Context: an optimization exercise on an open-source flow, tuned for small area and a short achievable clock period. The choices shown serve that exercise and are no tape-out recipe. RTL that was checked went through simulation tests only; none was proved equivalent to the original. No functional check of the RTL was part of runs 2, 3 and 6. Power figures rest on the tool's default switching activity, not on a simulated workload.

==> design/flow/design.v <==
package ahb3lite_pkg;
    typedef enum logic [1:0] {
        IDLE   = 2'b00,
        BUSY   = 2'b01,
        NONSEQ = 2'b10,
        SEQ    = 2'b11
    } HTRANS_state;
    typedef enum logic [2:0] {
        S_IDLE,
        S_WAIT,
        S_DATA,
        S_ERR1,
        S_ERR2
    } slave_state_t;
    localparam logic HRESP_OKAY  = 1'b0;
    localparam logic HRESP_ERROR = 1'b1;
endpackage
module ahb3lite_mem_bit (
    input  logic clk_i,
    input  logic we_i,
    input  logic hold_i,    
    input  logic d_i,
    output logic q_o
);
    always_ff @(posedge clk_i) begin
        q_o <= (we_i & d_i) | (hold_i & q_o);
    end
endmodule
module ahb3lite_aoi222 (
    input  logic [2:0] s_i,
    input  logic [2:0] d_i,
    output logic       y_no
);
    assign y_no = !(|(s_i & d_i));
endmodule
module ahb3lite_rd_bit (
    input  logic [63:0] sel_i,
    input  logic [63:0] bits_i,
    output logic        bit_o
);
    logic [21:0] grp_n;
    for (genvar g = 0; g < 21; g++) begin : g_aoi
        ahb3lite_aoi222 u_aoi (
            .s_i  (sel_i[3*g +: 3]),
            .d_i  (bits_i[3*g +: 3]),
            .y_no (grp_n[g])
        );
    end
    assign grp_n[21] = !(sel_i[63] & bits_i[63]);
    assign bit_o = !(&grp_n);
endmodule
module ahb3lite_sp_ram (
    input  logic        clk_i,
    input  logic [7:0]  whi_i,     
    input  logic [7:0]  wlo_i,     
    input  logic [31:0] wdata_i,
    input  logic [5:0]  raddr_i,
    output logic [31:0] rdata_o
);
    logic [63:0] wsel;
    logic [63:0] whold;
    logic [63:0] rsel;
    logic [63:0] bits [32];    
    always_comb begin
        for (int w = 0; w < 64; w++) begin
            wsel[w]  = whi_i[w / 8] && wlo_i[w % 8];
            whold[w] = !wsel[w];
            rsel[w]  = (raddr_i == 6'(w));
        end
    end
    for (genvar w = 0; w < 64; w++) begin : g_word
        for (genvar b = 0; b < 32; b++) begin : g_bit
            ahb3lite_mem_bit u_bit (
                .clk_i  (clk_i),
                .we_i   (wsel[w]),
                .hold_i (whold[w]),
                .d_i    (wdata_i[b]),
                .q_o    (bits[b][w])
            );
        end
    end
    for (genvar b = 0; b < 32; b++) begin : g_rd
        ahb3lite_rd_bit u_rd (
            .sel_i  (rsel),
            .bits_i (bits[b]),
            .bit_o  (rdata_o[b])
        );
    end
endmodule
module ahb3lite_mem_slave (
    input  logic        HCLK,
    input  logic        HRESET,
    input  logic        HSEL,
    input  logic [31:0] HADDR,
    input  logic [1:0]  HTRANS,
    input  logic        HWRITE,
    input  logic [31:0] HWDATA,
    input  logic        HREADY,
    output logic        HREADYOUT,
    output logic        HRESP,
    output logic [31:0] HRDATA,
    output logic [31:0] mem_WR_addr,
    output logic        mem_write_flag,
    output logic [31:0] HWDATA_toMem,
    output logic [15:0] wr_count
);
    logic        ready_q;    
    logic        resp_q;     
    logic        flag_q;     
    logic [5:0]  waddr_q;    
    logic [7:0]  whi_q;      
    logic [7:0]  wlo_q;      
    logic [31:0] rdata_q;    
    logic [15:0] wr_count_q;
    logic        accept;
    logic        in_range;
    logic        err_start;
    logic        wr_start;
    logic        rd_start;
    logic        writing;
    logic        bypass;
    logic [31:0] rdata_arr;
    logic [31:0] rdata_d;
    assign in_range  = (HADDR[31:6] == 26'd0);
    assign accept    = HSEL && HREADY && ready_q && HTRANS[1];
    assign err_start = accept && !in_range;
    assign wr_start  = accept && in_range && HWRITE;
    assign rd_start  = accept && in_range && !HWRITE;
    assign writing   = |whi_q;
    assign bypass    = whi_q[HADDR[5:3]] && wlo_q[HADDR[2:0]];
    assign rdata_d   = ({32{rd_start && !bypass}} & rdata_arr)
                     | ({32{rd_start && bypass}} & HWDATA);
    always_ff @(posedge HCLK or posedge HRESET) begin
        if (HRESET) begin
            ready_q    <= 1'b1;
            resp_q     <= 1'b0;
            flag_q     <= 1'b0;
            waddr_q    <= 6'd0;
            whi_q      <= 8'd0;
            rdata_q    <= 32'h0;
            wr_count_q <= 16'd0;
        end else begin
            ready_q    <= !err_start;
            resp_q     <= err_start || !ready_q;
            flag_q     <= wr_start;
            waddr_q    <= wr_start ? HADDR[5:0] : 6'd0;
            whi_q      <= wr_start ? (8'd1 << HADDR[5:3]) : 8'd0;
            rdata_q    <= rdata_d;
            wr_count_q <= wr_count_q + {15'd0, writing};
        end
    end
    always_ff @(posedge HCLK) begin
        wlo_q <= 8'd1 << HADDR[2:0];
    end
    ahb3lite_sp_ram u_ram (
        .clk_i   (HCLK),
        .whi_i   (whi_q),
        .wlo_i   (wlo_q),
        .wdata_i (HWDATA),
        .raddr_i (HADDR[5:0]),
        .rdata_o (rdata_arr)
    );
    assign HREADYOUT      = ready_q;
    assign HRESP          = resp_q;
    assign HRDATA         = rdata_q;
    assign mem_write_flag = flag_q;
    assign mem_WR_addr    = {26'd0, waddr_q};
    assign HWDATA_toMem   = flag_q ? HWDATA : 32'h0;
    assign wr_count       = wr_count_q;
endmodule
==> design/flow/flow/run.sh <==
#!/bin/bash
# Own layout flow: the standard synthesis unchanged, then the standard
# layout with two changes:
#  - the resizer may change a cell's footprint when it repairs timing (the
#    platform default only resizes within the same footprint);
#  - clock tree synthesis clusters up to 20 flip-flops within 100 um per leaf
#    buffer and adds no dummy loads, which needs far fewer clock buffers.
# Each step's full output is in synth.log and layout.log here, and ORFS's own
# per-step logs are under orfs/logs/.
set -euo pipefail
bash standard.sh synth > synth.log 2>&1
bash standard.sh MATCH_CELL_FOOTPRINT=0 \
  "CTS_ARGS=-sink_clustering_enable -repair_clock_nets -dont_use_dummy_load -sink_clustering_size 20 -sink_clustering_max_diameter 100" \
  finish > layout.log 2>&1
==> design/flow/standard.sh <==
#!/bin/bash
# synth_recipe.tcl (not shown) runs the flow's synth.tcl, then flattens the netlist and writes it again
# the make line also repeats each setting of config.mk as NAME=value (left out here)
make -C /OpenROAD-flow-scripts/flow DESIGN_CONFIG=/design/flow/config.mk WORK_HOME=/design/flow/orfs CLKGATE_MAP_FILE= SYNTH_SCRIPT=/design/flow/synth_recipe.tcl "${@:-finish}"
==> design/flow/config.mk <==
export PLATFORM = sky130hd
export DESIGN_NAME = ahb3lite_mem_slave
export DESIGN_NICKNAME = ahb3lite_mem_slave
export VERILOG_FILES = /design/flow/design.v
export SDC_FILE = /design/flow/constraint.sdc
export NUM_CORES = 4
export LEC_CHECK = 0
export CAP_MARGIN = 20
export CORE_MARGIN = 2
export CORE_UTILIZATION = 40
export SETUP_SLACK_MARGIN = 2.5
export SLEW_MARGIN = 20
export SYNTH_HIERARCHICAL = 1
==> design/flow/constraint.sdc <==
create_clock -name core_clock -period 5.5 [get_ports {HCLK}]
set_input_delay 1.1000 -clock core_clock [delete_from_list [all_inputs] [get_ports {HCLK}]]
set_output_delay 1.1000 -clock core_clock [all_outputs]
set_load 0.01 [all_outputs]
==> results of run 1 <==
[area by class of cell]
type,instances,area [sq um]
Sequential cell,2121,42800
Timing Repair Buffer,708,7050
Tap cell,2355,2950
Fill cell,15600,92900
Multi-Input combinational cell,3432,29900
Inverter,68,256
Antenna cell,8,20.0
Clock buffer,116,2900
[worst max-delay path: cells and delay by family]
family	cells	cell delay (ps)
compound gates	3	780
simple gates	5	1310
buf+inv	6	990
[power by group]
group,leakage [nW],switching (W),internal [W]
sequential,17.4,0.0000147,0.0153
clock,1.43,0.00502,0.00373
combinational,14.5,0.000650,0.000202
total,33.4,0.00569,0.0193
[stage by stage]
step | setup TNS [ps] | worst slack (ps) | power (W) | std cells
after floorplan | 0 | 2500 | 0.0159 | 5681
after global placement | -189 | -189 | 0.0164 | 8462
after detailed placement | 0 | 112 | 0.0164 | 8462
after CTS | 0 | 2220 | 0.0250 | 8766
after global routing | 0 | 2100 | 0.0256 | 8802
final | 0 | 1960 | 0.0250 | 8808
[layer usage]
layer  GRT usage, %  up-vias  share of wire [%]
met5              0        -              0.019
met4           19.7        8                7.0
met3           8.27      748                 12
met2           44.9     4501                 41
met1           43.0    31800                 40
li1               -    26100                  -
[state kept, by name, indices dropped and copies added, names as in the netlist]
signal / count
rdata_q: 32
resp_q: 1
wr_count_q: 16
wlo_q: 8
whi_q: 8
u_ram.g_word.g_bit.u_bit.q_o: 2048
waddr_q: 6
ready_q: 1
flag_q: 1
[logic make-up (layout without fill, tap and decap cells)]
logic type / Yosys count / after routing
xor+xnor: 14 / 14
buf+inv: 152 / 892
compound gates: 2817 / 2817
fa+ha+maj: 2 / 2
simple gates: 538 / 562
other cells: 1 / 34
mux: 11 / 11
flops: 2121 / 2121
[worst paths after layout]
check,cells past startpoint,from,slack (ps),endpoint
max reg2reg,5,wlo_q[4],2670,u_ram.g_word[52].g_bit[25].u_bit.q_o
min reg2reg,1,wr_count_q[15],470,wr_count_q[15]
min in group asynchronous,2,HRESET,670,rdata_q[29]
max in group asynchronous,3,HRESET,3670,flag_q
max,14,HADDR[2],1960,rdata_q[28]
min,1,wr_count_q[15],470,wr_count_q[15]
[cell usage in the layout, fill, tap and decap left out, types with 25 or more instances in the layout]
| cell type | netlist | routed |
|---|---|---|
| a22o_1 | 2048 | 2048 |
| nand3_1 | 41 | 40 |
| inv_1 | 68 | 58 |
| a211oi_1 | 32 | 25 |
| and2_1 | 37 | 37 |
| buf_12 | 0 | 62 |
| clkbuf_16 | 0 | 126 |
| a21oi_1 | 30 | 30 |
| clkdlybuf4s50_1 | 0 | 85 |
| dfxtp_1 | 2056 | 2056 |
| conb_1 | 1 | 26 |
| a222oi_1 | 672 | 672 |
| dfrtp_1 | 64 | 59 |
| buf_6 | 8 | 60 |
| o31ai_1 | 27 | 25 |
| dlymetal6s2s_1 | 0 | 35 |
| buf_4 | 26 | 433 |
| nand2_1 | 137 | 119 |
| nor2_4 | 0 | 77 |
| nand4_1 | 165 | 165 |
[Yosys cell counts, drive strengths merged (37+ instances only)]
library cell	n	area, sq um
and2	37	231
nand2	137	514
nand4	165	1030
nor2	73	274
inv	68	255
nand3	41	205
nor4	43	269
dfxtp	2056	41200
a22o	2048	17900
dfrtp	64	1600
clkbuf	44	165
buf	40	315
a222oi	672	6730
[per-module statistics from Yosys, one instance, submodules excluded]
| module | times used | area, sq um | cells inside | flops+latches |
|---|---|---|---|---|
| ahb3lite_sp_ram | 1 | 1010 | 239 | 0 |
| ahb3lite_mem_slave | 1 | 3750 | 361 | 73 |
| ahb3lite_mem_bit | 2048 | 28.8 | 2 | 1 |
| ahb3lite_aoi222 | 672 | 10.0 | 1 | 0 |
| ahb3lite_rd_bit | 32 | 51.3 | 9 | 0 |
[repair_timing]
action                     in CTS  in global routing
setup buffers                 158                 28
setup endpoints to repair      70                 32
hold endpoints to repair        0                  0
gates resized for setup       304                 46
pin swaps                     224                121
gates cloned                   30                  5
==> summary.txt, run 1 <==
run status=complete, no violations; Remaining Overflow, GRT=0; Synth Area in Compound Gates=35.2%; CP dominant cell by count=buf_12; initial antenna violation count=12; Reg clk slew, reported paths=90 ps; nets=roughly 6500; Synth Area in Simple Gates=3.97%; Remaining DRCs=0; post-synthesis area per instance=12.7 sq um; first-pass GRT wire length=436 mm; worst-path fanout max=6; H-tree depth=3; Async SR Flop Fraction=approximately 3.1%; core area=0.179 sq mm; CP max-delay cell=a222oi_1; XOR/XNOR share of the synthesized area=0.170%; CP Capture Type=flip-flop; Die W=428 microns; # rows=about 160; routability cong.=0.970; worst vdd ir=0.235 mV; final max-slew violation count=0; TritonCTS buffer count=116; fin util=48.0%; Post-Synth Adder-Cell Area=0.0347%; deepest clock path buffer count=3; port bufs=158; Static Leak=33.4 nW; slowest cell delay on critical path=580 ps; Final Cycle Share=64.4%; clock skew=62.6 ps; DP HPWL=around 180 mm; Ys Warns=10; vias=63100; router iterations before antenna repair=9; GRT Total Usage=31.7%; Die Height=428 microns; FMAX=between 200 and 300 MHz; main combinational cell family by area after synthesis=compound AO/OA/AOI/OAI gates; initial drt markers=approximately 13000; Initial Util=40.3%; critical path class=input pin to flip-flop; startpoint types=input pin; Root Driver=clkbuf_16; unrepaired setup endpoints after global routing=true; crit path DAT=about 4200 ps; Top FF cell, synth=dfxtp_1; area grow syn2layout=19.2%; cts hold-fix bufs=0; post-synthesis mux area share=0.245%; Synth cell types=43; # IOs=between 150 and 200; DRT antenna net count=0; Clock Sinks=2121; CTS tree=yes; vias per std cell=7.16; worst path required time=6190 ps; Clk Latency, worst-skew pair=810 ps; post-synthesis register bit count=2121; Hold WC Path Type=flip-flop to flip-flop; Slew @ Worst Pin=1080 ps; drt total wl=307 mm; vias in the first global route=58800; final hold vios=0; register area share after synthesis=59.4%; crit path cell chain=buf_12 > buf_12 > nand4b_1 > nor2_4 > buf_12 > buf_6 > a222oi_1 > nand4_1 > buf_6 > nor4_4 > nand2_1 > o31ai_1 > a21oi_1 > buf_4; WL/cell=34.9 microns; slew margin rel.=27.3%; share of cells above drive strength 1=13.8%; Power per Cell Area=291 mW/mm^2; Period minus WS final=roughly 3500 ps; max_cap viols=0; synthesized cell area=0.0721 sq mm; number of flops mapped to enable cells by yosys=0; WHS=472 ps; largest net degree at the start of global routing=67; cells after synthesis=5656; full die area=0.184 sq mm; design area=between 0.08 and 0.09 sq mm; DP Area=around 0.079 sq mm; Final Setup Violations=0
==> inputs of run 2 (changes only) <==
--- a/design/flow/design.v
+++ b/design/flow/design.v
@@ -22,6 +22,8 @@
     input  logic d_i,
-    output logic q_o
+    output logic next_o     
 );
+    logic q;
+    assign next_o = (we_i & d_i) | (hold_i & q);
     always_ff @(posedge clk_i) begin
-        q_o <= (we_i & d_i) | (hold_i & q_o);
+        q <= next_o;
     end
@@ -57,3 +59,3 @@
     input  logic [5:0]  raddr_i,
-    output logic [31:0] rdata_o
+    output logic [31:0] rdata_o    
 );
@@ -77,3 +79,3 @@
                 .d_i    (wdata_i[b]),
-                .q_o    (bits[b][w])
+                .next_o (bits[b][w])
             );
@@ -112,2 +114,3 @@
     logic [7:0]  wlo_q;      
+    logic        rd_q;       
     logic [31:0] rdata_q;    
@@ -120,5 +123,3 @@
     logic        writing;
-    logic        bypass;
     logic [31:0] rdata_arr;
-    logic [31:0] rdata_d;
     assign in_range  = (HADDR[31:6] == 26'd0);
@@ -129,5 +130,2 @@
     assign writing   = |whi_q;
-    assign bypass    = whi_q[HADDR[5:3]] && wlo_q[HADDR[2:0]];
-    assign rdata_d   = ({32{rd_start && !bypass}} & rdata_arr)
-                     | ({32{rd_start && bypass}} & HWDATA);
     always_ff @(posedge HCLK or posedge HRESET) begin
@@ -139,3 +137,3 @@
             whi_q      <= 8'd0;
-            rdata_q    <= 32'h0;
+            rd_q       <= 1'b0;
             wr_count_q <= 16'd0;
@@ -147,3 +145,3 @@
             whi_q      <= wr_start ? (8'd1 << HADDR[5:3]) : 8'd0;
-            rdata_q    <= rdata_d;
+            rd_q       <= rd_start;
             wr_count_q <= wr_count_q + {15'd0, writing};
@@ -152,3 +150,4 @@
     always_ff @(posedge HCLK) begin
-        wlo_q <= 8'd1 << HADDR[2:0];
+        wlo_q   <= 8'd1 << HADDR[2:0];
+        rdata_q <= rdata_arr;
     end
@@ -164,3 +163,3 @@
     assign HRESP          = resp_q;
-    assign HRDATA         = rdata_q;
+    assign HRDATA         = rd_q ? rdata_q : 32'h0;
     assign mem_write_flag = flag_q;
==> run 2 against run 1 <==
Register-to-register slack worse by 680 ps. Design area fell by 0.68%. Still clean. Fmax grew 0.76%. First-iteration DRC count is 3.4% lower.
==> summary.txt, run 2 <==
number of flops mapped to enable cells by yosys=0 (unchanged); startpoint types=flip-flop (was input pin); Synth Area in Compound Gates=35.0% (was 35.2%); largest net degree at the start of global routing=66 (was 67); H-tree depth=3 (unchanged); commonest non-fill, non-tap cell in the layout=dfxtp_1 (unchanged); critical path class=flip-flop to flip-flop (was input pin to flip-flop); share of cells above drive strength 1=14.4% (was 13.8%); Synth Area in Simple Gates=4.03% (was 3.97%); Reg clk slew, reported paths=90 ps (about the same); FMAX=285 MHz (was 282 MHz); Remaining Overflow, GRT=0 (unchanged); Root Driver=clkbuf_16 (unchanged); initial antenna violation count=9 (was 12); Period minus WS final=3510 ps (was 3540 ps); CP dominant cell by count=buf_6 (was buf_12); CP Capture Type=flip-flop (unchanged); reg2reg path depth=10 (was 5); Power per Cell Area=291 mW/mm^2 (about the same); largest registers=u_ram.g_word.g_bit.u_bit.q x2048, rdata_q x32, wr_count_q x16 (was u_ram.g_word.g_bit.u_bit.q_o x2048, rdata_q x32, wr_count_q x16); first-pass GRT wire length=423 mm (was 436 mm); cts hold-fix bufs=0 (unchanged); Hold WC Path Type=flip-flop to flip-flop (unchanged); Final Setup Violations=0 (unchanged); Final Cycle Share=63.9% (was 64.4%); design area=0.0853 sq mm (was 0.0859 sq mm); main combinational cell family by area after synthesis=compound AO/OA/AOI/OAI gates (unchanged); Async SR Flop Fraction=1.60% (was 3.06%); deepest clock path buffer count=3 (unchanged); core area=0.176 sq mm (was 0.179 sq mm); drt total wl=302 mm (was 307 mm); top cell type by total area after synthesis=dfxtp_1 (unchanged); clock skew=88.7 ps (was 62.6 ps); slowest cell delay on critical path=790 ps (was 580 ps); CP max-delay cell=a222oi_1 (unchanged); vias in the first global route=56800 (was 58800); most frequent cells in the layout=dfxtp_1, a22o_1, a222oi_1 (unchanged); area grow syn2layout=19.8% (was 19.2%); slew margin rel.=22.2% (was 27.3%); setup TNS=0 ps (unchanged); Biggest register=u_ram.g_word.g_bit.u_bit.q (was u_ram.g_word.g_bit.u_bit.q_o); Initial Util=40.3% (about the same); RR Endpoint=rdata_q[25] (was u_ram.g_word[52].g_bit[25].u_bit.q_o); DRT antenna net count=0 (unchanged); initial drt markers=12200 (was 12600); Largest delay share family, worst path=compound AO/OA/AOI/OAI gates (was simple AND/OR/NAND/NOR gates); post-synthesis area per instance=12.8 sq um (was 12.7 sq um); register area share after synthesis=59.9% (was 59.4%); final max-slew violation count=0 (unchanged); synthesized cell area=0.0712 sq mm (was 0.0721 sq mm); worst path required time=6140 ps (was 6190 ps); sum of buffers and inverters on the critical path=4 (was 6); worst reg2reg startpoint=whi_q[3] (was wlo_q[4]); Synth cell types=37 (was 43); Top FF cell, synth=dfxtp_1 (unchanged); worst vdd ir=0.305 mV (was 0.235 mV); crit path cell chain=buf_6 > nand2_8 > clkinvlp_4 > buf_6 > a22o_1 > a222oi_1 > nand4_1 > nor4_2 > buf_4 > nand2_2 (was buf_12 > buf_12 > nand4b_1 > nor2_4 > buf_12 > buf_6 > a222oi_1 > nand4_1 > buf_6 > nor4_4 > nand2_1 > o31ai_1 > a21oi_1 > buf_4); synth cell count leaders=dfxtp_1, a22o_1, a222oi_1 (unchanged); vias=61000 (was 63100); XOR/XNOR share of the synthesized area=0.183% (was 0.170%); slack of the critical path=1990 ps (was 1960 ps); WHS Path Cells=1 (unchanged); cells after synthesis=5552 (was 5656); synth top area cells=dfxtp_1, a22o_1, a222oi_1 (unchanged); R2R setup slack=1990 ps (was 2670 ps); routability cong.=0.924 (was 0.970); Die W=426 microns (was 428 microns); DP HPWL=171 mm (was 179 mm); TritonCTS buffer count=116 (unchanged); Clk Latency, worst-skew pair=790 ps (was 810 ps); # IOs=186 (unchanged); Clock Sinks=2122 (was 2121); unrepaired setup endpoints after global routing=true (unchanged); Hold Crit Start=ready_q (was wr_count_q[15]); Yosys top cell area share=58.7% (was 57.1%); router iterations before antenna repair=12 (was 9); max_cap viols=0 (unchanged); post-synthesis mux area share=0% (was 0.245%); nets=6378 (was 6520); Ys Warns=10 (unchanged); # rows=154 (was 155); port bufs=158 (unchanged); Die Height=426 microns (was 428 microns); Slew @ Worst Pin=1160 ps (was 1080 ps); final hold vios=0 (unchanged); vias per std cell=7.06 (was 7.16); post-synthesis register bit count=2122 (was 2121); fin util=48.3% (was 48.0%); Remaining DRCs=0 (unchanged); worst-path fanout max=5 (was 6); WL/cell=34.9 microns (about the same); setup slack at placement=606 ps (was 112 ps); crit path DAT=4150 ps (was 4230 ps); FILL cells=15700 (was 15600); full die area=0.181 sq mm (was 0.184 sq mm); Post-Synth Adder-Cell Area=0.0352% (was 0.0347%); max FFs per register=2048 (unchanged); count leader, synth=dfxtp_1 (unchanged); run status=complete, no violations (unchanged); GRT Total Usage=31.4% (was 31.7%); Hold Path Sink=resp_q (was wr_count_q[15]); CTS tree=yes (unchanged); DP Area=0.0779 sq mm (was 0.0794 sq mm); Static Leak=33.4 nW (about the same)
-- run 2: worst register-to-register path, delay by kind of cell (launching register included) --
family | cells | cell delay [ps]
compound gates | 2 | 1030
buf+inv | 4 | 770
flops | 1 | 590
simple gates | 4 | 960
-- run 2: cell families (layout without fill, tap and decap cells) --
logic type | after synthesis | in the layout
AO/OA/AOI/OAI | 2753 | 2753
XOR/XNOR | 14 | 14
adder cells (fa/ha/maj) | 2 | 2
buffers and inverters | 126 | 850
flip-flops | 2122 | 2122
other | 1 | 29
AND/OR/NAND/NOR | 534 | 536
-- run 2: power breakdown --
group          switching, W  leakage [nW]  internal [W]  total (W)
clock               0.00502          1.43       0.00373    0.00874
combinational      0.000538          14.7      0.000155   0.000694
sequential        0.0000183          17.3        0.0154     0.0154
total               0.00557          33.4        0.0192     0.0248
-- run 2: final cells by class --
class / instances / area (sq um) / area share [%]
flip-flops and latches: 2122 / 42700 / 50.1
diodes: 3 / 7.51 / 0.00880
inverters: 67 / 383 / 0.449
well taps: 2340 / 2930 / 3.43
repair buffers: 667 / 7400 / 8.68
clock buffers: 116 / 2900 / 3.40
multi-input cells: 3331 / 29000 / 34.0
-- run 2: per-layer routing --
metal	vias to the layer above	track usage, %	routed length (microns)
met5	-	0	13
met4	2	15.6	15900
met3	602	9.36	37200
met2	3972	45.1	127000
met1	30900	42.8	122000
li1	25500	-	-
-- run 2: worst max-delay path by stage --
stage	from	end	cells past startpoint
after floorplan	HADDR[0]	rdata_q[0]	7
after global placement	HADDR[0]	rdata_q[25]	11
after detailed placement	HADDR[0]	rdata_q[25]	11
after CTS	whi_q[3]	rdata_q[25]	10
after global routing	whi_q[3]	rdata_q[25]	10
final	whi_q[3]	rdata_q[25]	10
-- run 2: what timing repair did --
action                     4_1_cts  5_1_grt
buffers inserted               138       34
pin swaps                      197      105
gates cloned                    29        6
gates resized for setup        551      115
setup endpoints to repair       98       50
-- run 2: stage by stage --
step	total power, W	instances	hold WS, ps
4_1_cts	0.0248	8603	467
2_1_floorplan	0.0158	5577	438
5_1_grt	0.0254	8645	476
3_5_place_dp	0.0163	8320	449
3_3_place_gp	0.0163	8320	438
6_report	0.0248	8646	468
-- run 2: modules after synthesis, one instance, submodules excluded --
module / times used / cells
ahb3lite_aoi222: 672 / 1
ahb3lite_mem_bit: 2048 / 2
ahb3lite_mem_slave: 1 / 257
ahb3lite_rd_bit: 32 / 9
ahb3lite_sp_ram: 1 / 239
==> inputs of run 3 (changes only) <==
==> design/flow/run.sh (new file) <==
#!/bin/bash
# synth_recipe.tcl (not shown) runs the flow's synth.tcl, then flattens the netlist and writes it again
# the make line also repeats each setting of config.mk as NAME=value (left out here)
make -C /OpenROAD-flow-scripts/flow DESIGN_CONFIG=/design/flow/config.mk WORK_HOME=/design/flow/orfs CLKGATE_MAP_FILE= SYNTH_SCRIPT=/design/flow/synth_recipe.tcl finish
--- a/design/flow/config.mk
+++ b/design/flow/config.mk
@@ -10,2 +10,3 @@
 export CORE_UTILIZATION = 40
+export CTS_BUF_LIST = sky130_fd_sc_hd__clkbuf_8
 export SETUP_SLACK_MARGIN = 2.5
removed: design/flow/flow/run.sh
removed: design/flow/standard.sh
==> run 3 against run 2 <==
Still clean on timing, DRC and antenna. Global-route usage grew 0.14 points. Synthesized area is the same. Worst hold slack lost 49 ps.
==> summary.txt, run 3 <==
run status=complete, no violations (unchanged); slew margin rel.=20.8% (was 22.2%); max FFs per register=2048 (unchanged); Die Height=426 microns (unchanged); clock skew=59.5 ps (was 88.7 ps); Top FF cell, synth=dfxtp_1 (unchanged); Remaining Overflow, GRT=0 (unchanged); Period minus WS final=3410 ps (was 3510 ps); reg2reg path depth=10 (unchanged); Hold Crit Start=HADDR[1] (was ready_q); first-pass GRT wire length=427 mm (was 423 mm); largest registers=u_ram.g_word.g_bit.u_bit.q x2048, rdata_q x32, wr_count_q x16 (unchanged); slowest cell delay on critical path=710 ps (was 790 ps); vias=62800 (was 61000); Static Leak=35.5 nW (was 33.4 nW); Synth Area in Simple Gates=4.03% (unchanged); nets=6608 (was 6378); count leader, synth=dfxtp_1 (unchanged); design area=0.0890 sq mm (was 0.0853 sq mm); unrepaired setup endpoints after global routing=true (unchanged); Initial Util=40.3% (unchanged); main combinational cell family by area after synthesis=compound AO/OA/AOI/OAI gates (unchanged); worst path required time=6440 ps (was 6140 ps); Worst path depth=10 (unchanged); GRT Total Usage=31.6% (was 31.4%); post-synthesis mux area share=0% (unchanged); post-synthesis area per instance=12.8 sq um (unchanged); deepest clock path buffer count=4 (was 3); Reg clk slew, reported paths=60 ps (was 90 ps); FILL cells=15400 (was 15700); number of flops mapped to enable cells by yosys=0 (unchanged); CP Launch Point=whi_q[4] (was whi_q[3]); cells after synthesis=5552 (unchanged); # rows=154 (unchanged); drt total wl=302 mm (about the same); Final Setup Violations=0 (unchanged); Hold Path Sink=wlo_q[3] (was resp_q); most frequent cells in the layout=dfxtp_1, a22o_1, a222oi_1 (unchanged); Slew @ Worst Pin=1190 ps (was 1160 ps); crit path DAT=4350 ps (was 4150 ps); Power per Cell Area=339 mW/mm^2 (was 291 mW/mm^2); Final Cycle Share=62.0% (was 63.9%); synthesized cell area=0.0712 sq mm (unchanged); Die W=426 microns (unchanged); Clk Latency, worst-skew pair=1100 ps (was 790 ps); initial drt markers=12200 (about the same); sum of buffers and inverters on the critical path=4 (unchanged); Biggest register=u_ram.g_word.g_bit.u_bit.q (unchanged); setup TNS=0 ps (unchanged); Synth Area in Compound Gates=35.0% (unchanged); CP max-delay cell=a222oi_1 (unchanged); vias per std cell=6.87 (was 7.06); post-synthesis register bit count=2122 (unchanged); Post-Synth Adder-Cell Area=0.0352% (unchanged); multi-input logic area=0.0290 sq mm (unchanged); final max-slew violation count=0 (unchanged); core area=0.176 sq mm (unchanged); worst reg2reg startpoint=whi_q[4] (was whi_q[3]); startpoint types=flip-flop (unchanged); worst vdd ir=0.292 mV (was 0.305 mV); commonest non-fill, non-tap cell in the layout=dfxtp_1 (unchanged); RR Endpoint=rdata_q[27] (was rdata_q[25]); largest net degree at the start of global routing=66 (unchanged); DP HPWL=171 mm (unchanged); router iterations before antenna repair=11 (was 12); synth top area cells=dfxtp_1, a22o_1, a222oi_1 (unchanged); full die area=0.181 sq mm (unchanged); FMAX=293 MHz (was 285 MHz); Ys Warns=10 (unchanged); crit path cell chain=nand2_2 > clkinvlp_4 > buf_6 > buf_12 > a22o_1 > a222oi_1 > nand4_1 > nor4_1 > buf_4 > nand2_1 (was buf_6 > nand2_8 > clkinvlp_4 > buf_6 > a22o_1 > a222oi_1 > nand4_1 > nor4_2 > buf_4 > nand2_2); register area share after synthesis=59.9% (unchanged); Remaining DRCs=0 (unchanged); # IOs=186 (unchanged); DP Area=0.0779 sq mm (unchanged); H-tree depth=5 (was 3); cts hold-fix bufs=0 (unchanged); DP Cell Count=8320 (unchanged); Post-Layout Cell Count=9138 (was 8646); area grow syn2layout=25.1% (was 19.8%); Async SR Flop Fraction=1.60% (unchanged); Clock Sinks=2122 (unchanged); critical path class=flip-flop to flip-flop (unchanged); FF+latch area=0.0427 sq mm (about the same); final hold vios=0 (unchanged); WHS Path Cells=3 (was 1); CTS tree=yes (unchanged); routability cong.=0.924 (unchanged); port bufs=158 (unchanged); Yosys top cell area share=58.7% (unchanged); R2R setup slack=2090 ps (was 1990 ps); worst-path fanout max=7 (was 5); initial antenna violation count=13 (was 9); DRT antenna net count=0 (unchanged); max_cap viols=0 (unchanged); Largest delay share family, worst path=simple AND/OR/NAND/NOR gates (was compound AO/OA/AOI/OAI gates); share of cells above drive strength 1=20.3% (was 14.4%); WL/cell=33.0 microns (was 34.9 microns); Synth cell types=37 (unchanged); top cell type by total area after synthesis=dfxtp_1 (unchanged); vias in the first global route=59100 (was 56800); Root Driver=clkbuf_8 (was clkbuf_16); synth cell count leaders=dfxtp_1, a22o_1, a222oi_1 (unchanged); XOR/XNOR share of the synthesized area=0.183% (unchanged); Hold WC Path Type=input pin to flip-flop (was flip-flop to flip-flop); CP Capture Type=flip-flop (unchanged); TritonCTS buffer count=358 (was 116)
==> run 3: kinds of logic after synthesis <==
group,count (synthesis)
buf+inv,126
flops,2122
other cells,1
xor+xnor,14
compound gates,2753
simple gates,534
fa+ha+maj,2
==> run 3: Yosys stat by module, one instance, submodules excluded <==
module,times used,flops+latches
ahb3lite_mem_slave,1,74
ahb3lite_sp_ram,1,0
ahb3lite_rd_bit,32,0
ahb3lite_mem_bit,2048,1
ahb3lite_aoi222,672,0
==> run 3: timing repair <==
action / 4_1_cts / 5_1_grt
gates cloned: 21 / 5
setup buffers: 135 / 34
pin swaps: 167 / 70
gates resized for setup: 615 / 251
setup endpoints to repair: 121 / 97
==> run 3: worst max-delay path by stage <==
stage                              to  slack [ps]
after floorplan            rdata_q[0]        2500
after global placement    rdata_q[25]         550
after detailed placement  rdata_q[25]         610
after CTS                   HRDATA[6]        2150
after global routing      rdata_q[25]        2170
final                     rdata_q[27]        2090
==> run 3: power breakdown <==
group	total [W]	switching, W	internal, W	leakage [nW]
clock	0.0141	0.00645	0.00769	4.12
combinational	0.000636	0.000526	0.000109	14.1
sequential	0.0154	0.0000180	0.0154	17.3
total	0.0302	0.00700	0.0232	35.5
==> run 3: layer usage <==
metal / routed length (microns) / vias to the layer above / global-route usage, %
met5: 48 / - / 0
met4: 14400 / 6 / 15.2
met3: 37200 / 661 / 10.4
met2: 128000 / 4293 / 45.3
met1: 122000 / 31600 / 42.6
li1: - / 26200 / -
==> run 3: final cells by class <==
cell class,count,area share (%)
well taps,2340,3.29
clock inverters,143,0.731
repair buffers,655,7.74
diodes,9,0.0253
multi-input cells,3331,32.5
inverters,67,0.426
flip-flops and latches,2122,48.0
clock buffers,471,7.28
==> run 3: per-stage QoR <==
stage / total power (W) / setup slack, ps / util (%) / hold slack [ps]
2_1_floorplan: 0.0158 / 2500 / - / 438
3_3_place_gp: 0.0163 / 551 / 44.1 / 438
3_5_place_dp: 0.0163 / 606 / 44.1 / 449
4_1_cts: 0.0302 / 2150 / 49.9 / 361
5_1_grt: 0.0310 / 2170 / 50.4 / 411
6_report: 0.0302 / 2090 / 50.4 / 419
==> run 3: worst reg2reg max path, cell delays in order (launching register included) <==
cell	delay (ps)
dfrtp_2	520
nand2_2	150
clkinvlp_4	200
buf_6	200
buf_12	140
a22o_1	250
a222oi_1	710
nand4_1	530
nor4_1	330
buf_4	220
nand2_1	60
==> inputs of run 4 (changes only) <==
--- a/design/flow/design.v
+++ b/design/flow/design.v
@@ -30,11 +30,11 @@
 endmodule
-module ahb3lite_aoi222 (
-    input  logic [2:0] s_i,
-    input  logic [2:0] d_i,
+module ahb3lite_oai22 (
+    input  logic [1:0] sn_i,
+    input  logic [1:0] d_i,
     output logic       y_no
 );
-    assign y_no = !(|(s_i & d_i));
+    assign y_no = !(&(sn_i | d_i));
 endmodule
 module ahb3lite_rd_bit (
-    input  logic [63:0] sel_i,
+    input  logic [63:0] sel_ni,
     input  logic [63:0] bits_i,
@@ -42,7 +42,7 @@
 );
-    logic [21:0] grp_n;
-    for (genvar g = 0; g < 21; g++) begin : g_aoi
-        ahb3lite_aoi222 u_aoi (
-            .s_i  (sel_i[3*g +: 3]),
-            .d_i  (bits_i[3*g +: 3]),
+    logic [31:0] grp_n;
+    for (genvar g = 0; g < 32; g++) begin : g_oai
+        ahb3lite_oai22 u_oai (
+            .sn_i (sel_ni[2*g +: 2]),
+            .d_i  (bits_i[2*g +: 2]),
             .y_no (grp_n[g])
@@ -50,4 +50,3 @@
     end
-    assign grp_n[21] = !(sel_i[63] & bits_i[63]);
-    assign bit_o = !(&grp_n);
+    assign bit_o = !(|grp_n);
 endmodule
@@ -63,3 +62,3 @@
     logic [63:0] whold;
-    logic [63:0] rsel;
+    logic [63:0] rsel_n;
     logic [63:0] bits [32];    
@@ -69,3 +68,3 @@
             whold[w] = !wsel[w];
-            rsel[w]  = (raddr_i == 6'(w));
+            rsel_n[w] = (raddr_i != 6'(w));
         end
@@ -85,3 +84,3 @@
         ahb3lite_rd_bit u_rd (
-            .sel_i  (rsel),
+            .sel_ni (rsel_n),
             .bits_i (bits[b]),
@@ -89,2 +88,16 @@
         );
+    end
+endmodule
+module ahb3lite_tap_flag (
+    input  logic clk_i,
+    input  logic rst_i,
+    input  logic d_i,
+    output logic q_o
+);
+    always_ff @(posedge clk_i or posedge rst_i) begin
+        if (rst_i) begin
+            q_o <= 1'b0;
+        end else begin
+            q_o <= d_i;
+        end
     end
@@ -110,3 +123,3 @@
     logic        resp_q;     
-    logic        flag_q;     
+    logic [3:0]  flag_q;     
     logic [5:0]  waddr_q;    
@@ -134,3 +147,2 @@
             resp_q     <= 1'b0;
-            flag_q     <= 1'b0;
             waddr_q    <= 6'd0;
@@ -142,3 +154,2 @@
             resp_q     <= err_start || !ready_q;
-            flag_q     <= wr_start;
             waddr_q    <= wr_start ? HADDR[5:0] : 6'd0;
@@ -148,2 +159,10 @@
         end
+    end
+    for (genvar k = 0; k < 4; k++) begin : g_flag
+        ahb3lite_tap_flag u_flag (
+            .clk_i (HCLK),
+            .rst_i (HRESET),
+            .d_i   (wr_start),
+            .q_o   (flag_q[k])
+        );
     end
@@ -164,5 +183,7 @@
     assign HRDATA         = rd_q ? rdata_q : 32'h0;
-    assign mem_write_flag = flag_q;
+    assign mem_write_flag = flag_q[0];
     assign mem_WR_addr    = {26'd0, waddr_q};
-    assign HWDATA_toMem   = flag_q ? HWDATA : 32'h0;
+    for (genvar k = 0; k < 4; k++) begin : g_tap
+        assign HWDATA_toMem[8*k +: 8] = flag_q[k] ? HWDATA[8*k +: 8] : 8'h0;
+    end
     assign wr_count       = wr_count_q;
==> design/flow/flow/run.sh (new file) <==
#!/bin/bash
# Own layout flow: the standard synthesis unchanged, then the standard
# layout with two changes:
#  - the resizer may change a cell's footprint when it repairs timing (the
#    platform default only resizes within the same footprint);
#  - clock tree synthesis clusters up to 20 flip-flops within 100 um per leaf
#    buffer and adds no dummy loads, which needs far fewer clock buffers.
# Each step's full output is in synth.log and layout.log here, and ORFS's own
# per-step logs are under orfs/logs/.
set -euo pipefail
bash standard.sh synth > synth.log 2>&1
bash standard.sh MATCH_CELL_FOOTPRINT=0 \
  "CTS_ARGS=-sink_clustering_enable -repair_clock_nets -dont_use_dummy_load -sink_clustering_size 20 -sink_clustering_max_diameter 100" \
  finish > layout.log 2>&1
==> design/flow/standard.sh (new file) <==
#!/bin/bash
# synth_recipe.tcl (not shown) runs the flow's synth.tcl, then flattens the netlist and writes it again
# the make line also repeats each setting of config.mk as NAME=value (left out here)
make -C /OpenROAD-flow-scripts/flow DESIGN_CONFIG=/design/flow/config.mk WORK_HOME=/design/flow/orfs CLKGATE_MAP_FILE= SYNTH_SCRIPT=/design/flow/synth_recipe.tcl "${@:-finish}"
--- a/design/flow/config.mk
+++ b/design/flow/config.mk
@@ -9,4 +9,4 @@
 export CORE_MARGIN = 2
-export CORE_UTILIZATION = 40
-export CTS_BUF_LIST = sky130_fd_sc_hd__clkbuf_8
+export CORE_UTILIZATION = 50
+export PLACE_DENSITY = 0.65
 export SETUP_SLACK_MARGIN = 2.5
removed: design/flow/run.sh
==> run 4 against run 3 <==
Setup slack improved by 140 ps. Critical path depth decreased by 7. Count of clock-buffer cells in the layout down 355. Fmax up 4.4%. Sequential power about the same. Global-route usage up 6.1 points. Combinational power is 120% higher. Flip-flop and latch count increased by 3. Non-clock buffer count rose by 21. First-iteration DRC count shrank 35%. Design area fell by 4.8%. Largest cell class unchanged.
==> summary.txt, run 4 <==
FMAX=306 MHz (was 293 MHz); Clock Sinks=2125 (was 2122); TritonCTS buffer count=116 (was 358); Remaining Overflow, GRT=0 (unchanged); Period minus WS final=3270 ps (was 3410 ps); final hold vios=0 (unchanged); # rows=138 (was 154); cts hold-fix bufs=0 (unchanged); count leader, synth=dfxtp_1 (unchanged); worst vdd ir=0.297 mV (was 0.292 mV); reg2reg path depth=9 (was 10); top cell type by total area after synthesis=dfxtp_1 (unchanged); Final Cycle Share=59.4% (was 62.0%); port bufs=158 (unchanged); CP Capture Type=primary output (was flip-flop); max FFs per register=2048 (unchanged); synth top area cells=dfxtp_1, a22o_1, o22ai_1 (was dfxtp_1, a22o_1, a222oi_1); share of cells above drive strength 1=13.4% (was 20.3%); router iterations before antenna repair=6 (was 11); Die W=383 microns (was 426 microns); H-tree depth=3 (was 5); Reg clk slew, reported paths=80 ps (was 60 ps); first-pass GRT wire length=412 mm (was 427 mm); Slew @ Worst Pin=948 ps (was 1190 ps); register area share after synthesis=59.6% (was 59.9%); fin util=59.7% (was 50.4%); Power per Cell Area=302 mW/mm^2 (was 339 mW/mm^2); worst-path fanout max=34 (was 7); DP HPWL=166 mm (was 171 mm); Ys Warns=11 (was 10); CTS tree=yes (unchanged); # IOs=186 (unchanged); setup TNS=0 ps (unchanged); critical path class=flip-flop to primary output (was flip-flop to flip-flop); vias=62400 (was 62800); largest registers=u_ram.g_word.g_bit.u_bit.q x2048, rdata_q x32, wr_count_q x16 (unchanged); Clk Latency, worst-skew pair=770 ps (was 1100 ps); FILL cells=11700 (was 15400); Hold WC Path Type=flip-flop to flip-flop (was input pin to flip-flop); slack of the critical path=2230 ps (was 2090 ps); R2R setup slack=2370 ps (was 2090 ps); vias per std cell=7.22 (was 6.87); deepest clock path buffer count=3 (was 4); run status=complete, no violations (unchanged); synth cell count leaders=dfxtp_1, a22o_1, o22ai_1 (was dfxtp_1, a22o_1, a222oi_1); cells after synthesis=5972 (was 5552); initial antenna violation count=16 (was 13); Biggest register=u_ram.g_word.g_bit.u_bit.q (unchanged); Static Leak=33.8 nW (was 35.5 nW); DRT antenna net count=0 (unchanged); largest net degree at the start of global routing=48 (was 66); core area=0.142 sq mm (was 0.176 sq mm); worst reg2reg startpoint=whi_q[4] (unchanged); Hold Path Sink=resp_q (was wlo_q[3]); most frequent cells in the layout=dfxtp_1, a22o_1, o22ai_1 (was dfxtp_1, a22o_1, a222oi_1); setup slack at placement=514 ps (was 606 ps); Hold Crit Start=ready_q (was HADDR[1]); drt total wl=291 mm (was 302 mm); Root Driver=clkbuf_16 (was clkbuf_8); Yosys top cell area share=58.3% (was 58.7%); GRT Total Usage=37.7% (was 31.6%); slew margin rel.=36.2% (was 20.8%); synthesized cell area=0.0717 sq mm (was 0.0712 sq mm); startpoint types=flip-flop (unchanged); Final Setup Violations=0 (unchanged); Top FF cell, synth=dfxtp_1 (unchanged); vias in the first global route=58300 (was 59100); Synth cell types=42 (was 37); Async SR Flop Fraction=1.74% (was 1.60%); initial drt markers=7902 (was 12200); area grow syn2layout=18.1% (was 25.1%); Initial Util=50.5% (was 40.3%); clock skew=43.0 ps (was 59.5 ps); WHS Path Cells=1 (was 3); post-synthesis register bit count=2125 (was 2122); number of flops mapped to enable cells by yosys=0 (unchanged); RR Endpoint=rdata_q[24] (was rdata_q[27]); worst path required time=4400 ps (was 6440 ps); Pwr Total=0.0256 W (was 0.0302 W); Die Height=383 microns (was 426 microns); Remaining DRCs=0 (unchanged); post-synthesis area per instance=12.0 sq um (was 12.8 sq um); final max-slew violation count=0 (unchanged); unrepaired setup endpoints after global routing=true (unchanged); commonest non-fill, non-tap cell in the layout=dfxtp_1 (unchanged); nets=6823 (was 6608); crit path DAT=2170 ps (was 4350 ps); WL/cell=33.7 microns (was 33.0 microns); max_cap viols=0 (unchanged); routability cong.=0.908 (was 0.924); full die area=0.147 sq mm (was 0.181 sq mm)
[run 4: kinds of logic (layout without fill, tap and decap cells)]
logic type,Yosys count,after routing,share of synthesized area [%]
adder cells (fa/ha/maj),2,2,0.0349
flip-flops,2125,2125,59.6
XOR/XNOR,14,14,0.181
other,1,35,0.00523
AND/OR/NAND/NOR,630,630,5.42
buffers and inverters,127,878,0.849
AO/OA/AOI/OAI,3073,3073,33.9
[run 4: routing by layer]
metal | up-vias | part of all wire [%] | GRT usage, %
met1 | 31200 | 40 | 50.5
met2 | 3985 | 41 | 53.8
met5 | - | 0.0045 | 0
li1 | 26500 | - | -
met3 | 731 | 11 | 8.72
met4 | 2 | 7.9 | 26.1
[run 4: repair_timing]
action,4_1_cts,5_1_grt
resized for setup,337,134
setup buffers,31,62
cloned,33,7
setup endpoints to repair,99,65
pin swaps,21,18
[run 4: cell type report]
class	count	area [sq um]	area share, %
Timing Repair Buffer	676	7030	8.30
Sequential cell	2125	42800	50.5
Antenna cell	9	22.5	0.0266
Clock buffer	116	2900	3.43
Multi-Input combinational cell	3745	29100	34.3
Timing Repair inverter	15	90.1	0.106
Tap cell	1890	2360	2.79
Inverter	71	477	0.563
[run 4: worst max path at each step]
| stage | cells after the start | startpoint | slack (ps) | to |
|---|---|---|---|---|
| final | 3 | rd_q | 2230 | HRDATA[15] |
| after global routing | 3 | rd_q | 2190 | HRDATA[15] |
| after CTS | 3 | rd_q | 2210 | HRDATA[13] |
| after detailed placement | 10 | HADDR[0] | 510 | rdata_q[10] |
| after global placement | 10 | HADDR[0] | 530 | rdata_q[10] |
| after floorplan | 8 | HADDR[0] | 2730 | rdata_q[0] |
[run 4: critical path: stages, from the launching register on]
cell             delay [ps]
dfrtp_1                 380
buf_12                  230
and2_2                  260
clkdlybuf4s50_1         560
[run 4: modules after synthesis (local to each module, per instance)]
module / flops+latches / cells inside / copies in the design
ahb3lite_sp_ram: 0 / 239 / 1
ahb3lite_mem_bit: 1 / 2 / 2048
ahb3lite_mem_slave: 73 / 253 / 1
ahb3lite_rd_bit: 0 / 11 / 32
ahb3lite_tap_flag: 1 / 2 / 4
ahb3lite_oai22: 0 / 1 / 1024
[run 4: power breakdown]
group | switching, W | internal, W
clock network | 0.00500 | 0.00373
logic | 0.000994 | 0.000415
registers | 0.0000415 | 0.0154
total | 0.00603 | 0.0196
[run 4: per-stage QoR]
stage | area [sq um] | std cells | hold WS [ps]
after floorplan | 71800 | 5997 | 440
final | 84700 | 8647 | 459
after global placement | 78600 | 8388 | 440
after global routing | 84700 | 8641 | 482
after CTS | 83600 | 8569 | 460
after detailed placement | 78600 | 8389 | 440
==> inputs of run 5 (changes only) <==
--- a/design/flow/config.mk
+++ b/design/flow/config.mk
@@ -9,4 +9,3 @@
 export CORE_MARGIN = 2
-export CORE_UTILIZATION = 50
-export PLACE_DENSITY = 0.65
+export CORE_UTILIZATION = 40
 export SETUP_SLACK_MARGIN = 2.5
==> run 5 against run 4 <==
Synthesized cell count stayed put. Cell count is 6.1% higher. Combinational power is 11% higher. Sequential share of layout area is 1.0 points lower. Core utilization is 11 points lower. Flip-flop and latch count stayed put. Routed wire length is 7.3% higher. Critical path depth is 2 higher. Critical path type unchanged.
==> summary.txt, run 5 <==
WHS Path Cells=1 (unchanged); Yosys top cell area share=58.3% (unchanged); RR Endpoint=rdata_q[2] (was rdata_q[24]); deepest clock path buffer count=3 (unchanged); worst path required time=4400 ps (about the same); run status=complete, no violations (unchanged); initial antenna violation count=9 (was 16); DP HPWL=178 mm (was 166 mm); cells after synthesis=5972 (unchanged); CTS tree=yes (unchanged); Static Leak=34.7 nW (was 33.8 nW); Hold WC Path Type=flip-flop to flip-flop (unchanged); TritonCTS buffer count=116 (unchanged); Final Setup Violations=0 (unchanged); max_cap viols=0 (unchanged); DP Area=0.0799 sq mm (was 0.0786 sq mm); Die Height=427 microns (was 383 microns); post-synthesis area per instance=12.0 sq um (unchanged); register area share after synthesis=59.6% (unchanged); GRT Total Usage=32.6% (was 37.7%); CP Capture Type=primary output (unchanged); startpoint types=flip-flop (unchanged); Period minus WS final=3140 ps (was 3270 ps); FILL cells=15900 (was 11700); Ys Warns=11 (unchanged); Root Driver=clkbuf_16 (unchanged); Final Cycle Share=57.0% (was 59.4%); setup TNS=0 ps (unchanged); max FFs per register=2048 (unchanged); synthesized cell area=0.0717 sq mm (unchanged); vias per std cell=6.87 (was 7.22); final hold vios=0 (unchanged); reg2reg path depth=10 (was 9); FMAX=319 MHz (was 306 MHz); slew margin rel.=44.6% (was 36.2%); Power per Cell Area=299 mW/mm^2 (was 302 mW/mm^2); full die area=0.183 sq mm (was 0.147 sq mm); routability cong.=0.916 (was 0.908); Clock Sinks=2125 (unchanged); Slew @ Worst Pin=830 ps (was 948 ps); Clk Latency, worst-skew pair=780 ps (was 770 ps); vias in the first global route=59000 (was 58300); Hold Path Sink=u_ram.g_word[34].g_bit[21].u_bit.q (was resp_q); Top FF cell, synth=dfxtp_1 (unchanged); FF+latch area=0.0428 sq mm (about the same); Hold Crit Start=u_ram.g_word[34].g_bit[21].u_bit.q (was ready_q); top cell type by total area after synthesis=dfxtp_1 (unchanged); Remaining Overflow, GRT=0 (unchanged); Pwr Total=0.0258 W (was 0.0256 W); vias=63000 (was 62400); initial drt markers=9076 (was 7902); Biggest register=u_ram.g_word.g_bit.u_bit.q (unchanged); first-pass GRT wire length=437 mm (was 412 mm); most frequent cells in the layout=dfxtp_1, a22o_1, o22ai_1 (unchanged); post-synthesis register bit count=2125 (unchanged); R2R setup slack=2450 ps (was 2370 ps); H-tree depth=3 (unchanged); final max-slew violation count=0 (unchanged); router iterations before antenna repair=8 (was 6); worst-path fanout max=6 (was 34); core area=0.178 sq mm (was 0.142 sq mm); Initial Util=40.3% (was 50.5%); worst vdd ir=0.241 mV (was 0.297 mV); design area=0.0865 sq mm (was 0.0847 sq mm); drt total wl=313 mm (was 291 mm); count leader, synth=dfxtp_1 (unchanged); share of cells above drive strength 1=15.0% (was 13.4%); WL/cell=34.1 microns (was 33.7 microns); Remaining DRCs=0 (unchanged); Synth cell types=42 (unchanged); critical path class=flip-flop to primary output (unchanged); nets=6890 (was 6823); commonest non-fill, non-tap cell in the layout=dfxtp_1 (unchanged); Post-Layout Cell Count=9173 (was 8647); port bufs=158 (unchanged); # rows=155 (was 138); multi-input logic area=0.0292 sq mm (was 0.0291 sq mm); Reg clk slew, reported paths=80 ps (about the same); largest registers=u_ram.g_word.g_bit.u_bit.q x2048, rdata_q x32, wr_count_q x16 (unchanged); synth top area cells=dfxtp_1, a22o_1, o22ai_1 (unchanged); worst reg2reg startpoint=whi_q[0] (was whi_q[4]); DRT antenna net count=0 (unchanged); number of flops mapped to enable cells by yosys=0 (unchanged); area grow syn2layout=20.5% (was 18.1%); Die W=427 microns (was 383 microns); Async SR Flop Fraction=1.74% (unchanged); synth cell count leaders=dfxtp_1, a22o_1, o22ai_1 (unchanged); crit path DAT=2040 ps (was 2170 ps); unrepaired setup endpoints after global routing=true (unchanged); clock skew=38.2 ps (was 43.0 ps); # IOs=186 (unchanged); DP Cell Count=8913 (was 8389); largest net degree at the start of global routing=56 (was 48)
run 5: cell types whose count changed in the layout (fill, tap and decap cells not counted), sizes merged, moves of 6 or more:
cell	before	now
buf	523	606
clkdlybuf4s50	90	55
clkbuf	149	169
clkinvlp	71	60
dlymetal6s2s	30	39
diode	9	3
run 5: final cells by class:
class / instances / area share (%)
repair buffers: 753 / 9.38
well taps: 2355 / 3.41
flip-flops and latches: 2125 / 49.5
clock buffers: 116 / 3.36
repair inverters: 5 / 0.0405
inverters: 71 / 0.547
diodes: 3 / 0.00868
multi-input cells: 3745 / 33.8
run 5: how the worst max path moves through the flow:
stage / startpoint / slack, ps / endpoint / depth (start not counted)
6_report: rd_q / 2360 / HRDATA[15] / 5
5_1_grt: rd_q / 2330 / HRDATA[18] / 5
3_5_place_dp: HADDR[0] / 640 / rdata_q[31] / 10
4_1_cts: rd_q / 2250 / HRDATA[25] / 2
2_1_floorplan: HADDR[0] / 2730 / rdata_q[0] / 8
3_3_place_gp: HADDR[0] / 480 / rdata_q[20] / 10
run 5: critical path: stages (launching register included):
cell,delay (ps)
dfrtp_4,560
buf_12,170
clkbuf_16,150
buf_8,120
and2_4,130
buf_6,110
run 5: cell families after synthesis:
kind of cell | count (synthesis) | share of synthesized area, %
AO/OA/AOI/OAI | 3073 | 33.9
flip-flops | 2125 | 59.6
AND/OR/NAND/NOR | 630 | 5.42
buffers and inverters | 127 | 0.849
XOR/XNOR | 14 | 0.181
adder cells (fa/ha/maj) | 2 | 0.0349
other | 1 | 0.00523
run 5: stage by stage:
stage	hold slack [ps]	worst slack, ps	util, %
2_1_floorplan	440	2730	-
3_3_place_gp	442	479	44.8
3_5_place_dp	446	641	44.8
4_1_cts	473	2250	48.0
5_1_grt	482	2330	48.5
6_report	470	2360	48.5
run 5: metal layers:
metal | part of all wire, % | track usage (%) | vias to the layer above
li1 | - | - | 26600
met1 | 40 | 43.9 | 31800
met2 | 42 | 47.8 | 3948
met3 | 10 | 6.97 | 686
met4 | 7.2 | 19.9 | 2
met5 | 0.0058 | 0 | -
run 5: repair_timing:
action / CTS / global route
gates resized for setup: 520 / 60
buffers inserted: 33 / 65
hold buffers: 0 / 0
setup endpoints to repair: 97 / 57
cloned: 39 / 4
pin swaps: 13 / 8
run 5: where the power goes:
group          internal (W)  total [W]  switching, W
Combinational      0.000475    0.00156       0.00109
Sequential           0.0154     0.0155     0.0000668
Clock               0.00373    0.00876       0.00503
Total                0.0196     0.0258       0.00619
run 5: per-module statistics from Yosys, one instance, submodules excluded:
module / times used / cell area [sq um] / flops+latches
ahb3lite_mem_bit: 2048 / 28.8 / 1
ahb3lite_mem_slave: 1 / 2820 / 73
ahb3lite_oai22: 1024 / 6.26 / 0
ahb3lite_rd_bit: 32 / 72.6 / 0
ahb3lite_sp_ram: 1 / 1140 / 0
ahb3lite_tap_flag: 4 / 28.8 / 1
==> inputs of run 6 (changes only) <==
--- a/design/flow/design.v
+++ b/design/flow/design.v
@@ -38,2 +38,3 @@
 module ahb3lite_rd_bit (
+    input  logic        en_ni,
     input  logic [63:0] sel_ni,
@@ -50,3 +51,3 @@
     end
-    assign bit_o = !(|grp_n);
+    assign bit_o = !(|{grp_n, en_ni});
 endmodule
@@ -57,2 +58,3 @@
     input  logic [31:0] wdata_i,
+    input  logic        re_i,
     input  logic [5:0]  raddr_i,
@@ -84,2 +86,3 @@
         ahb3lite_rd_bit u_rd (
+            .en_ni  (!re_i),
             .sel_ni (rsel_n),
@@ -127,3 +130,2 @@
     logic [7:0]  wlo_q;      
-    logic        rd_q;       
     logic [31:0] rdata_q;    
@@ -149,3 +151,3 @@
             whi_q      <= 8'd0;
-            rd_q       <= 1'b0;
+            rdata_q    <= 32'h0;
             wr_count_q <= 16'd0;
@@ -156,3 +158,3 @@
             whi_q      <= wr_start ? (8'd1 << HADDR[5:3]) : 8'd0;
-            rd_q       <= rd_start;
+            rdata_q    <= rdata_arr;
             wr_count_q <= wr_count_q + {15'd0, writing};
@@ -169,4 +171,3 @@
     always_ff @(posedge HCLK) begin
-        wlo_q   <= 8'd1 << HADDR[2:0];
-        rdata_q <= rdata_arr;
+        wlo_q <= 8'd1 << HADDR[2:0];
     end
@@ -177,2 +178,3 @@
         .wdata_i (HWDATA),
+        .re_i    (rd_start),
         .raddr_i (HADDR[5:0]),
@@ -182,3 +184,3 @@
     assign HRESP          = resp_q;
-    assign HRDATA         = rd_q ? rdata_q : 32'h0;
+    assign HRDATA         = rdata_q;
     assign mem_write_flag = flag_q[0];
==> run 6 against run 5 <==
First-iteration DRC count shrank 6.3%. Synthesized cell count barely moved. Via count about the same. Sequential power is essentially flat. Sequential share of layout area increased by 0.28 points. Global-route usage is 0.28 points higher. Die area rose by 0.36%. Count of clock-buffer cells in the layout stayed put. Synthesized area increased by 0.36%. Core utilization shrank 0.21 points.
==> summary.txt, run 6 <==
switch share=23.8% (was 24.0%); main combinational cell family by area after synthesis=compound AO/OA/AOI/OAI gates (unchanged); share of cells above drive strength 1=14.3% (was 15.0%); # rows=155 (unchanged); Remaining Overflow, GRT=0 (unchanged); Die Height=428 microns (was 427 microns); FILL cells=15900 (about the same); Root Driver=clkbuf_16 (unchanged); Worst path depth=10 (was 5); R2R setup slack=2350 ps (was 2450 ps); vias per std cell=6.88 (was 6.87); startpoint types=flip-flop (unchanged); CTS tree=yes (unchanged); combinational power share=5.7% (was 6.1%); number of flops mapped to enable cells by yosys=0 (unchanged); Synth Area in Compound Gates=33.8% (was 33.9%); core area=0.179 sq mm (was 0.178 sq mm); sum of buffers and inverters on the critical path=4 (unchanged); GRT Total Usage=32.9% (was 32.6%); count leader, synth=dfxtp_1 (unchanged); Remaining DRCs=0 (unchanged); synthesized cell area=0.0720 sq mm (was 0.0717 sq mm); max_cap viols=0 (unchanged); FF+latch area=0.0429 sq mm (was 0.0428 sq mm); setup TNS=0 ps (unchanged); initial drt markers=8508 (was 9076); fin util=48.3% (was 48.5%); post-synthesis mux area share=0% (unchanged); Post-Synth Adder-Cell Area=0.0348% (was 0.0349%); Clock Sinks=2124 (was 2125); H-tree depth=3 (unchanged); P_int=0.0196 W (about the same); crit path DAT=3830 ps (was 2040 ps); reg2reg path depth=10 (unchanged); unrepaired setup endpoints after global routing=true (unchanged); Static Leak=34.4 nW (was 34.7 nW); slack of the critical path=2350 ps (was 2360 ps); WL/cell=34.9 microns (was 34.1 microns); WHS Path Cells=1 (unchanged); full die area=0.183 sq mm (about the same); post-synthesis area per instance=12.1 sq um (was 12.0 sq um); port bufs=158 (unchanged); Largest delay share family, worst path=buffers and inverters (was flip-flops); CP dominant cell by count=buf_4; largest net degree at the start of global routing=41 (was 56); drt total wl=320 mm (was 313 mm); switching power=0.00612 W (was 0.00619 W); Hold Crit Start=ready_q (was u_ram.g_word[34].g_bit[21].u_bit.q); DP HPWL=179 mm (was 178 mm); Die W=428 microns (was 427 microns); final max-slew violation count=0 (unchanged); top cell type by total area after synthesis=dfxtp_1 (unchanged); post-synthesis register bit count=2124 (was 2125); synth cell count leaders=dfxtp_1, a22o_1, o22ai_1 (unchanged); cells after synthesis=5973 (was 5972); slew margin rel.=28.7% (was 44.6%); Final Cycle Share=57.2% (was 57.0%); multi-input logic area=0.0291 sq mm (was 0.0292 sq mm); register area share after synthesis=59.5% (was 59.6%); Slew @ Worst Pin=1070 ps (was 830 ps); deepest clock path buffer count=3 (unchanged); # IOs=186 (unchanged); max FFs per register=2048 (unchanged); slowest cell delay on critical path=510 ps (was 560 ps); Synth Area in Simple Gates=5.57% (was 5.42%); DRT antenna net count=0 (unchanged); first-pass GRT wire length=446 mm (was 437 mm); setup slack at placement=431 ps (was 641 ps); area grow syn2layout=19.8% (was 20.5%); run status=complete, no violations (unchanged); CP Capture Type=flip-flop (was primary output); crit path cell chain=buf_4 > nand2_1 > clkinvlp_4 > buf_4 > a22o_1 > o22ai_1 > nor4_2 > buf_4 > nand4_1 > nor3_2 (was buf_12 > clkbuf_16 > buf_8 > and2_4 > buf_6); worst path required time=6180 ps (was 4400 ps); XOR/XNOR share of the synthesized area=0.181% (about the same); Sequential Power Share=59.9% (was 60.0%); Reg clk slew, reported paths=90 ps (was 80 ps); synth top area cells=dfxtp_1, a22o_1, o22ai_1 (unchanged); routability cong.=0.903 (was 0.916); Yosys top cell area share=57.2% (was 58.3%); vias in the first global route=58600 (was 59000); clock share of power=34.4% (was 33.9%); worst-path fanout max=20 (was 6); router iterations before antenna repair=9 (was 8); clock skew=88.1 ps (was 38.2 ps); nets=6874 (was 6890); Hold WC Path Type=flip-flop to flip-flop (unchanged); Final Setup Violations=0 (unchanged); Synth cell types=44 (was 42); CP max-delay cell=dfxtp_4 (was dfrtp_4); Top FF cell, synth=dfxtp_1 (unchanged); FMAX=318 MHz (was 319 MHz); Async SR Flop Fraction=3.20% (was 1.74%); Initial Util=40.3% (about the same); largest registers=u_ram.g_word.g_bit.u_bit.q x2048, rdata_q x32, wr_count_q x16 (unchanged); Ys Warns=11 (unchanged); Hold Path Sink=resp_q (was u_ram.g_word[34].g_bit[21].u_bit.q); Biggest register=u_ram.g_word.g_bit.u_bit.q (unchanged); worst vdd ir=0.269 mV (was 0.241 mV); Period minus WS final=3150 ps (was 3140 ps); initial antenna violation count=26 (was 9); worst reg2reg startpoint=wlo_q[7] (was whi_q[0]); Clk Latency, worst-skew pair=830 ps (was 780 ps); RR Endpoint=rdata_q[6] (was rdata_q[2]); final hold vios=0 (unchanged); Power per Cell Area=298 mW/mm^2 (was 299 mW/mm^2); critical path class=flip-flop to flip-flop (was flip-flop to primary output); most frequent cells in the layout=a22o_1, dfxtp_1, o22ai_1 (was dfxtp_1, a22o_1, o22ai_1); vias=63100 (was 63000); TritonCTS buffer count=116 (unchanged)
## run 6: cell count changes in the layout (fill, tap and decap cells not counted), moves of 22 or more
cell / previous run / this run
clkdlybuf4s50_1: 55 / 84
dfxtp_1: 2080 / 2048
nor3_2: 0 / 32
buf_12: 66 / 41
or3_1: 0 / 32
dfrtp_1: 25 / 47
nor4_1: 179 / 153
## run 6: final cells by class
| cell class | instances | share of cell area [%] |
|---|---|---|
| sequential | 2124 | 49.8 |
| multi-input combinational | 3746 | 33.7 |
| timing repair buffer | 726 | 9.04 |
| tap | 2355 | 3.42 |
| clock buffer | 116 | 3.36 |
| inverter | 72 | 0.547 |
| timing repair inverter | 15 | 0.110 |
| antenna | 6 | 0.0174 |
## run 6: metrics by stage
step | instances | power (W) | hold WS, ps | cell area, sq um
6_report | 9160 | 0.0257 | 460 | 86300
5_1_grt | 9155 | 0.0262 | 480 | 86300
4_1_cts | 9110 | 0.0256 | 462 | 85700
3_5_place_dp | 8893 | 0.0169 | 442 | 79700
3_3_place_gp | 8893 | 0.0169 | 436 | 79700
2_1_floorplan | 5998 | 0.0160 | 440 | 72100
## run 6: what timing repair did
item / CTS / global route
gates cloned: 46 / 6
gates resized for setup: 432 / 48
hold endpoints to repair: 0 / 0
hold buffers: 0 / 0
setup endpoints to repair: 79 / 34
pin swaps: 23 / 11
setup buffers: 55 / 38
## run 6: metal layers
| layer | share of wire [%] | global-route usage [%] |
|---|---|---|
| met1 | 41 | 44.9 |
| met2 | 42 | 47.2 |
| met3 | 12 | 8.61 |
| met4 | 6.1 | 18.1 |
| met5 | 0.042 | 0 |
## run 6: per-module statistics from Yosys, one instance, submodules excluded
module              cell area [sq um]  cells inside
ahb3lite_tap_flag                28.8             2
ahb3lite_rd_bit                  82.6            12
ahb3lite_mem_slave               2750           221
ahb3lite_mem_bit                 28.8             2
ahb3lite_sp_ram                  1150           240
ahb3lite_oai22                   6.26             1
## run 6: worst max path at each step
stage,start,to,slack (ps)
floorplan,HADDR[8],rdata_q[0],2490
global placement,HADDR[4],rdata_q[24],440
detailed placement,HADDR[4],rdata_q[24],430
CTS,whi_q[1],rdata_q[30],2420
global route,whi_q[4],rdata_q[30],2440
finish,wlo_q[7],rdata_q[6],2350
## run 6: cells by family after synthesis
family / after synthesis
fa+ha+maj: 2
other cells: 1
flops: 2124
simple gates: 631
buf+inv: 128
compound gates: 3073
xor+xnor: 14
## run 6: power by group through the flow
stage / clock network (W) / logic [W] / registers [W]
after floorplan: 0 / 0.000289 / 0.0157
after global placement: 0 / 0.00118 / 0.0157
after detailed placement: 0 / 0.00119 / 0.0157
after CTS: 0.00885 / 0.00139 / 0.0154
after global routing: 0.00938 / 0.00145 / 0.0154
final: 0.00883 / 0.00146 / 0.0154

[separate check: timing with driven ports]
The flow's constraints put no driver on any port. The routed layouts listed below were extracted and timed again, unchanged, in two steps.
Step 1 assumes that a clkbuf_16 drives the clock port and a buf_2 every other input.
Step 2, shift: input delay + t, output delay - t, t = (earliest + latest rising clock arrival at the registers) / 2. This alone moves slack from input paths to output paths.
Slacks: no drivers / after step 1 / after step 2; pairs: no drivers / after step 1.
| run | t, ns | setup WS [ns] | worst register clock-pin slew, ns |
|---|---|---|---|
| run 1 | 0.864 | 1.959 / 1.994 / 1.130 | 0.09 / 0.09 |
| run 2 | 0.849 | 1.986 / 1.986 / 1.224 | 0.09 / 0.09 |
| run 3 | 1.144 | 2.091 / 2.091 / 1.095 | 0.07 / 0.07 |
| run 4 | 0.827 | 2.234 / 2.154 / 1.478 | 0.10 / 0.10 |
| run 5 | 0.850 | 2.365 / 2.283 / 1.602 | 0.09 / 0.09 |
| run 6 | 0.875 | 2.352 / 2.210 / 1.411 | 0.09 / 0.09 |
After both steps every run listed still meets setup and hold. For run 3, which loses most, drivers alone change the setup slack by 0.000 ns; drivers and shift together by -0.996 ns.
